What follows belongs to an exercise in optimizing a design on an open flow for small area; a production flow would make more cautious choices.
In this exercise RTL edits were held to simulation tests only and were not proved equivalent to the original.
Power is estimated from default activity; no workload was simulated.

== 03-05 ==
==> flow/design.v (excerpt) <==
module ocp_slave_mem_ctrl #(
  parameter int DATA_WIDTH = 32,
  parameter int ADDR_WIDTH = 5,
  parameter int MEM_DEPTH  = 24,
  parameter int RD_LATENCY = 2
) (
  input  logic                  clk,
  input  logic                  reset,
  input  logic                  enable,
  input  logic [2:0]            m_cmd,
  input  logic [ADDR_WIDTH-1:0] m_addr,
  input  logic [DATA_WIDTH-1:0] m_data,
  input  logic                  m_resp_accept,
  output logic                  s_cmd_accept,
  output logic [1:0]            s_resp,
  output logic [DATA_WIDTH-1:0] s_data,
  output logic                  busy,
  output logic [7:0]            err_count,
  input  logic                  parity_inject,
  output logic                  parity_err
);
For scale: ~1700 cells after synthesis, about 90 I/O pins.
clock: 6.5 ns
lec_check: 0
cap_margin: 0
core_margin: 2
core_utilization: 65
cts_buf_list: sky130_fd_sc_hd__clkbuf_8
cts_cluster_diameter: 50
cts_cluster_size: 18
slew_margin: 0
run.sh (not shown) runs the stock make flow with config.mk's settings and CLKGATE_MAP_FILE= SYNTH_SCRIPT=/design/flow/synth_recipe.tcl, a recipe that flattens the netlist after the stock synthesis.
Setup changes, 03-05 to 11-23
- CTS_BUF_LIST removed (was sky130_fd_sc_hd__clkbuf_8)
- CTS_CLUSTER_SIZE removed (was 18)
- CAP_MARGIN changed from 0 to 20
- SLEW_MARGIN changed from 0 to 20
- CTS_CLUSTER_DIAMETER removed (was 50)
- CORE_UTILIZATION changed from 65 to 45
==> comparison <==
- Compared with 03-05, 11-23 shows a lower ratio of final minimum period to clock period.
- Compared with 03-05, 11-23 shows combinational power that has gone up by a few percent.
- Compared with 03-05, in 11-23 routed wire length moved up; final area rose 6.1%; setup slack shows an increase of 0.41 ns.
- From 03-05 to 11-23 the numbers moved as follows: power rose about 22%, non-clock buffer count in the final layout rose 22.
- Lower global routing usage summed across all routing layers among 11-23 and 03-05: 11-23
- Going from 03-05 to 11-23, the die area was enlarged.
- On clock-pin slew on the worst setup and hold paths: between 11-23 and 03-05, it ends up lower for 11-23.

========
The RTL this note starts from:
==> flow/design.v <==
module ocp_slave_mem_ctrl #(
  parameter int DATA_WIDTH = 32,
  parameter int ADDR_WIDTH = 5,
  parameter int MEM_DEPTH  = 24,
  parameter int RD_LATENCY = 2
) (
  input  logic                  clk,
  input  logic                  reset,
  input  logic                  enable,
  input  logic [2:0]            m_cmd,
  input  logic [ADDR_WIDTH-1:0] m_addr,
  input  logic [DATA_WIDTH-1:0] m_data,
  input  logic                  m_resp_accept,
  output logic                  s_cmd_accept,
  output logic [1:0]            s_resp,
  output logic [DATA_WIDTH-1:0] s_data,
  output logic                  busy,
  output logic [7:0]            err_count,
  input  logic                  parity_inject,
  output logic                  parity_err
);
  localparam logic [2:0] CMD_IDLE = 3'b000;
  localparam logic [2:0] CMD_WR   = 3'b001;
  localparam logic [2:0] CMD_RD   = 3'b010;
  localparam logic [2:0] S_IDLE  = 3'b000;
  localparam logic [2:0] S_A_RD  = 3'b001;
  localparam logic [2:0] S_A_WR  = 3'b010;
  localparam logic [2:0] S_A_ERR = 3'b011;
  localparam logic [2:0] S_EXEC  = 3'b100;
  localparam logic [2:0] S_R_RD  = 3'b101;
  localparam logic [2:0] S_R_WR  = 3'b110;
  localparam logic [2:0] S_R_ERR = 3'b111;
  logic [2:0]            state_reg, state_next;
  logic [ADDR_WIDTH-1:0] addr_reg;
  logic [7:0]            err_cnt_reg;
  logic                  perr_reg;
  logic [MEM_DEPTH-1:0][DATA_WIDTH-1:0] mem;
  logic [MEM_DEPTH-1:0]  bad_mem;
  logic [MEM_DEPTH-1:0]  valid_reg;
  logic                  cap, cmd_err, wr_ok;
  logic [MEM_DEPTH-1:0]  wr_hit, rd_hit, rd_sel;
  logic                  rd_bad, show_data, inc_err;
  logic [DATA_WIDTH-1:0] rd_word;
  assign cap     = enable && (state_reg == S_IDLE) && (m_cmd != CMD_IDLE);
  assign cmd_err = ({1'b0, m_addr} >= (ADDR_WIDTH+1)'(MEM_DEPTH)) ||
                   ((m_cmd != CMD_WR) && (m_cmd != CMD_RD));
  assign wr_ok   = cap && (m_cmd == CMD_WR) && !cmd_err;
  genvar gi;
  generate
    for (gi = 0; gi < MEM_DEPTH; gi++) begin : g_word
      assign wr_hit[gi] = wr_ok && (m_addr == ADDR_WIDTH'(gi));
      assign rd_hit[gi] = valid_reg[gi] && (addr_reg == ADDR_WIDTH'(gi));
      assign rd_sel[gi] = rd_hit[gi] && show_data;
      ocp_mem_word #(.W(DATA_WIDTH+1)) u_word (
        .clk  (clk),
        .keep (!wr_hit[gi]),
        .load (wr_hit[gi]),
        .d    ({parity_inject, m_data}),
        .q    ({bad_mem[gi], mem[gi]})
      );
      always_ff @(posedge clk or posedge reset) begin
        if (reset)           valid_reg[gi] <= 1'b0;
        else if (wr_hit[gi]) valid_reg[gi] <= 1'b1;
      end
    end
  endgenerate
  always_comb begin
    rd_bad  = 1'b0;
    rd_word = '0;
    for (int i = 0; i < MEM_DEPTH; i++) begin
      rd_bad  = rd_bad  | (rd_hit[i] & bad_mem[i]);
      rd_word = rd_word | ({DATA_WIDTH{rd_sel[i]}} & mem[i]);
    end
  end
  assign show_data    = (state_reg == S_R_RD);
  assign busy         = (state_reg != S_IDLE);
  assign s_cmd_accept = !state_reg[2] && (state_reg[1:0] != 2'b00);
  assign s_resp[0]    = state_reg[2] && (state_reg[1:0] != 2'b00);
  assign s_resp[1]    = (state_reg == S_R_ERR) || (show_data && rd_bad);
  assign s_data       = rd_word;
  assign err_count    = err_cnt_reg;
  assign parity_err   = perr_reg;
  always_comb begin
    state_next = state_reg;
    case (state_reg)
      S_IDLE:  if (m_cmd != CMD_IDLE)
                 state_next = cmd_err ? S_A_ERR : (m_cmd == CMD_WR) ? S_A_WR : S_A_RD;
      S_A_RD:  state_next = S_EXEC;
      S_A_WR:  state_next = S_R_WR;
      S_A_ERR: state_next = S_R_ERR;
      S_EXEC:  state_next = S_R_RD;
      default: if (m_resp_accept) state_next = S_IDLE;
    endcase
  end
  always_ff @(posedge clk) begin
    if (enable && (state_reg == S_IDLE)) addr_reg <= m_addr;
  end
  assign inc_err = ((state_reg == S_A_ERR) || ((state_reg == S_EXEC) && rd_bad)) &&
                   (err_cnt_reg != 8'hFF);
  always_ff @(posedge clk or posedge reset) begin
    if (reset) begin
      state_reg   <= S_IDLE;
      err_cnt_reg <= '0;
      perr_reg    <= 1'b0;
    end else if (enable) begin
      state_reg <= state_next;
      if (inc_err) err_cnt_reg <= err_cnt_reg + 8'd1;
      if ((state_reg == S_EXEC) && rd_bad) perr_reg <= 1'b1;
    end
  end
endmodule
module ocp_mem_word #(
  parameter int W = 33
) (
  input  logic         clk,
  input  logic         keep,
  input  logic         load,
  input  logic [W-1:0] d,
  output logic [W-1:0] q
);
  always_ff @(posedge clk) begin
    q <= (q & {W{keep}}) | (d & {W{load}});
  end
endmodule
Settings: LEC_CHECK=0, CAP_MARGIN=0, CORE_MARGIN=2, CORE_UTILIZATION=80, CTS_BUF_LIST=sky130_fd_sc_hd__clkbuf_8, CTS_CLUSTER_DIAMETER=50, CTS_CLUSTER_SIZE=18, SLEW_MARGIN=0, SYNTH_HIERARCHICAL=1, SYNTH_MINIMUM_KEEP_SIZE=0; clock period 6.5 ns.
The first run completed and failed the layout checks on negative setup slack.
Edit:
Settings changed: CORE_UTILIZATION 80 to 65.
With this change the flow ran to the end with no violations.
Sequential cell count is unchanged.
Maximum frequency came out higher by 2.9%.
Power came out higher by about 1.8%.
Clock power came out higher by about 5%.
Edit:
==> flow/flow/run.sh (new file) <==
#!/bin/bash
# Own layout flow: the standard ORFS flow (standard.sh, unchanged synthesis,
# floorplan, power grid and taps), with two layout settings changed:
#  - clock tree: clkbuf_8 sink buffers on small clusters and no dummy loads;
#  - port buffers: buffer_ports with the smallest buffer (repair_design still
#    resizes or adds buffers where slew or capacitance needs it).
# The full make output goes to standard.log in the work folder; ORFS's own
# per-step logs stay under orfs/logs/.
set -euo pipefail
cd "$(dirname "$0")/.."
bash standard.sh finish \
  "CTS_ARGS=-sink_clustering_enable -repair_clock_nets -buf_list sky130_fd_sc_hd__clkbuf_8 -sink_clustering_size 18 -sink_clustering_max_diameter 50 -dont_use_dummy_load" \
  "BUFFER_PORTS_ARGS=-buffer_cell sky130_fd_sc_hd__buf_1" \
  > standard.log 2>&1
==> flow/standard.sh (new file) <==
#!/bin/bash
# synth_recipe.tcl (not shown) runs the flow's synth.tcl, then flattens the netlist and writes it again
# the make line also repeats each setting of config.mk as NAME=value (left out here)
make -C /OpenROAD-flow-scripts/flow DESIGN_CONFIG=/design/flow/config.mk WORK_HOME=/design/flow/orfs CLKGATE_MAP_FILE= SYNTH_SCRIPT=/design/flow/synth_recipe.tcl "${@:-finish}"
removed: flow/run.sh
With this change the flow finished but failed the layout checks on max-capacitance violations.
Cell area went down by a few percent.
First-iteration DRC count came out higher slightly.
Sequential power is about the same.
Setup slack improved by 170 ps.
Area after synthesis does not change.
Global-route usage grows by 1.1 points.
Hold slack degrades by 11 ps.
Wire length goes up by a few percent.

========
Setup of JK:
ocp_slave_mem_ctrl, a different RTL version from the one above (not shown whole).
Size in the first run: about 2500 cells after synthesis, about 830 flip-flops, about 90 I/O pins.
clock: 6.5 ns
lec_check: 0
cap_margin: 5
core_margin: 2
core_utilization: 75
cts_buf_list: sky130_fd_sc_hd__clkbuf_8
cts_cluster_diameter: 50
cts_cluster_size: 18
slew_margin: 5
synth_hierarchical: 1
synth_minimum_keep_size: 0
standard.sh (not shown) runs the stock make flow with config.mk's settings and CLKGATE_MAP_FILE= SYNTH_SCRIPT=/design/flow/synth_recipe.tcl, a recipe that flattens the netlist after the stock synthesis.
==> flow/flow/run.sh <==
#!/bin/bash
# Own layout flow: the standard ORFS flow (standard.sh, unchanged synthesis,
# floorplan, power grid and taps), with two layout settings changed:
#  - clock tree: clkbuf_8 sink buffers on small clusters and no dummy loads;
#  - port buffers: buffer_ports with the smallest buffer (repair_design still
#    resizes or adds buffers where slew or capacitance needs it).
# The full make output goes to standard.log in the work folder; ORFS's own
# per-step logs stay under orfs/logs/.
set -euo pipefail
cd "$(dirname "$0")/.."
bash standard.sh finish \
  "CTS_ARGS=-sink_clustering_enable -repair_clock_nets -buf_list sky130_fd_sc_hd__clkbuf_8 -sink_clustering_size 18 -sink_clustering_max_diameter 50 -dont_use_dummy_load" \
  "BUFFER_PORTS_ARGS=-buffer_cell sky130_fd_sc_hd__buf_1" \
  > standard.log 2>&1
JK: no failed stages, no open violations at the end
For MS, these inputs were changed with respect to JK:
# JK
export LEC_CHECK = 0
export CAP_MARGIN = 5
export CORE_MARGIN = 2
export CORE_UTILIZATION = 75
export CTS_BUF_LIST = sky130_fd_sc_hd__clkbuf_8
export CTS_CLUSTER_DIAMETER = 50
export CTS_CLUSTER_SIZE = 18
export SLEW_MARGIN = 5
export SYNTH_HIERARCHICAL = 1
export SYNTH_MINIMUM_KEEP_SIZE = 0
create_clock -name core_clock -period 6.5 [get_ports {clk}]
# MS
export LEC_CHECK = 0
export CAP_MARGIN = 5
export CORE_MARGIN = 2
export CORE_UTILIZATION = 70
export CTS_BUF_LIST = sky130_fd_sc_hd__clkbuf_8
export CTS_CLUSTER_DIAMETER = 50
export CTS_CLUSTER_SIZE = 18
export SLEW_MARGIN = 5
export SYNTH_HIERARCHICAL = 1
export SYNTH_MINIMUM_KEEP_SIZE = 0
create_clock -name core_clock -period 6.5 [get_ports {clk}]
--- outcome ---
- MS and JK all finish clean.
- MS ends up with a met3 wire length that is 530 µm lower than in JK.
- MS packs its core more loosely than JK.
- Setup WNS JK -> MS: worse
Input changes introduced in AL (baseline for comparison: MS):
# MS
export LEC_CHECK = 0
export CAP_MARGIN = 5
export CORE_MARGIN = 2
export CORE_UTILIZATION = 70
export CTS_BUF_LIST = sky130_fd_sc_hd__clkbuf_8
export CTS_CLUSTER_DIAMETER = 50
export CTS_CLUSTER_SIZE = 18
export SLEW_MARGIN = 5
export SYNTH_HIERARCHICAL = 1
export SYNTH_MINIMUM_KEEP_SIZE = 0
create_clock -name core_clock -period 6.5 [get_ports {clk}]
# AL
export LEC_CHECK = 0
export CAP_MARGIN = 5
export CORE_MARGIN = 2
export CORE_UTILIZATION = 65
export CTS_BUF_LIST = sky130_fd_sc_hd__clkbuf_8
export CTS_CLUSTER_DIAMETER = 50
export CTS_CLUSTER_SIZE = 18
export SLEW_MARGIN = 5
export SYNTH_HIERARCHICAL = 1
export SYNTH_MINIMUM_KEEP_SIZE = 0
create_clock -name core_clock -period 6.5 [get_ports {clk}]
- Higher floorplan core area goes to AL over MS.
- Per the comparison of AL with MS, die area now sits higher; largest fanout on the critical path now sits higher; sequential share of cell area now sits lower.
- From MS to AL the numbers moved as follows: area of all placed cells without fillers went up; maximum frequency has increased.
- | routed wire length | AL vs MS | 2.0 mm higher |
- Diff AL and MS: clock period minus worst slack lower in AL
- In AL the non-clock buffer count in the final layout turned out about 0.6% lower than in MS.
- Run comparison: MS timing endpoint of the critical path s_data[6]; AL timing endpoint of the critical path s_data[17]
Here is what was changed in the inputs of TR compared with AL.
# AL
export LEC_CHECK = 0
export CAP_MARGIN = 5
export CORE_MARGIN = 2
export CORE_UTILIZATION = 65
export CTS_BUF_LIST = sky130_fd_sc_hd__clkbuf_8
export CTS_CLUSTER_DIAMETER = 50
export CTS_CLUSTER_SIZE = 18
export SLEW_MARGIN = 5
export SYNTH_HIERARCHICAL = 1
export SYNTH_MINIMUM_KEEP_SIZE = 0
create_clock -name core_clock -period 6.5 [get_ports {clk}]
# TR
export LEC_CHECK = 0
export CAP_MARGIN = 5
export CORE_MARGIN = 2
export CORE_UTILIZATION = 72
export CTS_BUF_LIST = sky130_fd_sc_hd__clkbuf_8
export CTS_CLUSTER_DIAMETER = 50
export CTS_CLUSTER_SIZE = 18
export SLEW_MARGIN = 5
export SYNTH_HIERARCHICAL = 1
export SYNTH_MINIMUM_KEEP_SIZE = 0
create_clock -name core_clock -period 6.5 [get_ports {clk}]
Net switching power figure (TR vs. AL) decreases slightly. Fraction of registers with async set/reset came out exactly the same in AL and TR. On combined area of the multi-input logic cells, AL tracks TR almost exactly. After synthesis and placement, the instance count of TR is below that of AL. Final weighted congestion in routability-driven placement (TR vs. AL) decreases by a few percent. Against AL, first-iteration DRC count in TR rose by more than 10%. The net switching fraction of the power was comparable across AL and TR.
> inputs changed (TR -> PW)
# TR
export LEC_CHECK = 0
export CAP_MARGIN = 5
export CORE_MARGIN = 2
export CORE_UTILIZATION = 72
export CTS_BUF_LIST = sky130_fd_sc_hd__clkbuf_8
export CTS_CLUSTER_DIAMETER = 50
export CTS_CLUSTER_SIZE = 18
export SLEW_MARGIN = 5
export SYNTH_HIERARCHICAL = 1
export SYNTH_MINIMUM_KEEP_SIZE = 0
create_clock -name core_clock -period 6.5 [get_ports {clk}]
# PW
export LEC_CHECK = 0
export CAP_MARGIN = 5
export CORE_MARGIN = 2
export CORE_UTILIZATION = 65
export CTS_BUF_LIST = sky130_fd_sc_hd__clkbuf_8
export CTS_CLUSTER_DIAMETER = 50
export CTS_CLUSTER_SIZE = 20
export SLEW_MARGIN = 5
export SYNTH_HIERARCHICAL = 1
export SYNTH_MINIMUM_KEEP_SIZE = 0
create_clock -name core_clock -period 6.5 [get_ports {clk}]
==> flow/flow/run.sh <==
#!/bin/bash
# Own layout flow: the standard ORFS flow (standard.sh, unchanged synthesis,
# floorplan, power grid and taps), with two layout settings changed:
#  - clock tree: clkbuf_8 sink buffers on clusters of up to 20 sinks and no dummy loads;
#  - port buffers: buffer_ports with the smallest buffer (repair_design still
#    resizes or adds buffers where slew or capacitance needs it).
# The full make output goes to standard.log in the work folder; ORFS's own
# per-step logs stay under orfs/logs/.
set -euo pipefail
cd "$(dirname "$0")/.."
bash standard.sh finish \
  "CTS_ARGS=-sink_clustering_enable -repair_clock_nets -buf_list sky130_fd_sc_hd__clkbuf_8 -sink_clustering_size 20 -sink_clustering_max_diameter 50 -dont_use_dummy_load" \
  "BUFFER_PORTS_ARGS=-buffer_cell sky130_fd_sc_hd__buf_1" \
  > standard.log 2>&1
Notes after the runs:
PW | status: complete | timing, DRC, antenna: pass. The setup slack of PW is larger than that of TR. Area overhead of the layout relative to synthesis, PW and TR: smaller value in TR. Taking TR as the reference, in PW clock skew went up by 0.018 ns, count of clock-buffer cells in the layout went up by 2, period utilization went down by 2.8 points.

static timing again, ports no longer ideal:
The results above use ideal ports. As a check the final layouts listed here were re-extracted and re-timed, cells and wires unchanged. Step 1: set_driving_cell puts a clkbuf_16 on clk and a buf_2 on each other input, an assumption about the parent block. Step 2 also shifts input and output timing later by t, the mid clock arrival at the registers, as if the neighbouring blocks saw the same clock. Three values: ideal ports, drivers, drivers and shift; two values: the first two.
| run | shift t [ns] | slack for setup (ns) | worst setup path at the end |
|---|---|---|---|
| 03-05 | 0.785 | 0.304 / 0.242 / 1.027 | register to output |
| 11-23 | 0.690 | 0.718 / 0.654 / 1.344 | register to output |
| the first run of note 2 | 0.790 | -0.074 / -0.133 / 0.657 | register to output |
| the second run of note 2 | 0.776 | 0.114 / 0.058 / 0.834 | register to output |
| the third run of note 2 | 0.764 | 0.283 / 0.224 / 0.989 | register to output |
| JK | 0.739 | 1.181 / 1.125 / 1.751 | input to register |
| MS | 0.740 | 1.086 / 1.031 / 1.772 | register to output |
| AL | 0.705 | 1.294 / 1.238 / 1.665 | input to register |
| TR | 0.752 | 1.071 / 1.011 / 1.763 | register to output |
| PW | 0.772 | 1.253 / 1.195 / 1.684 | input to register |
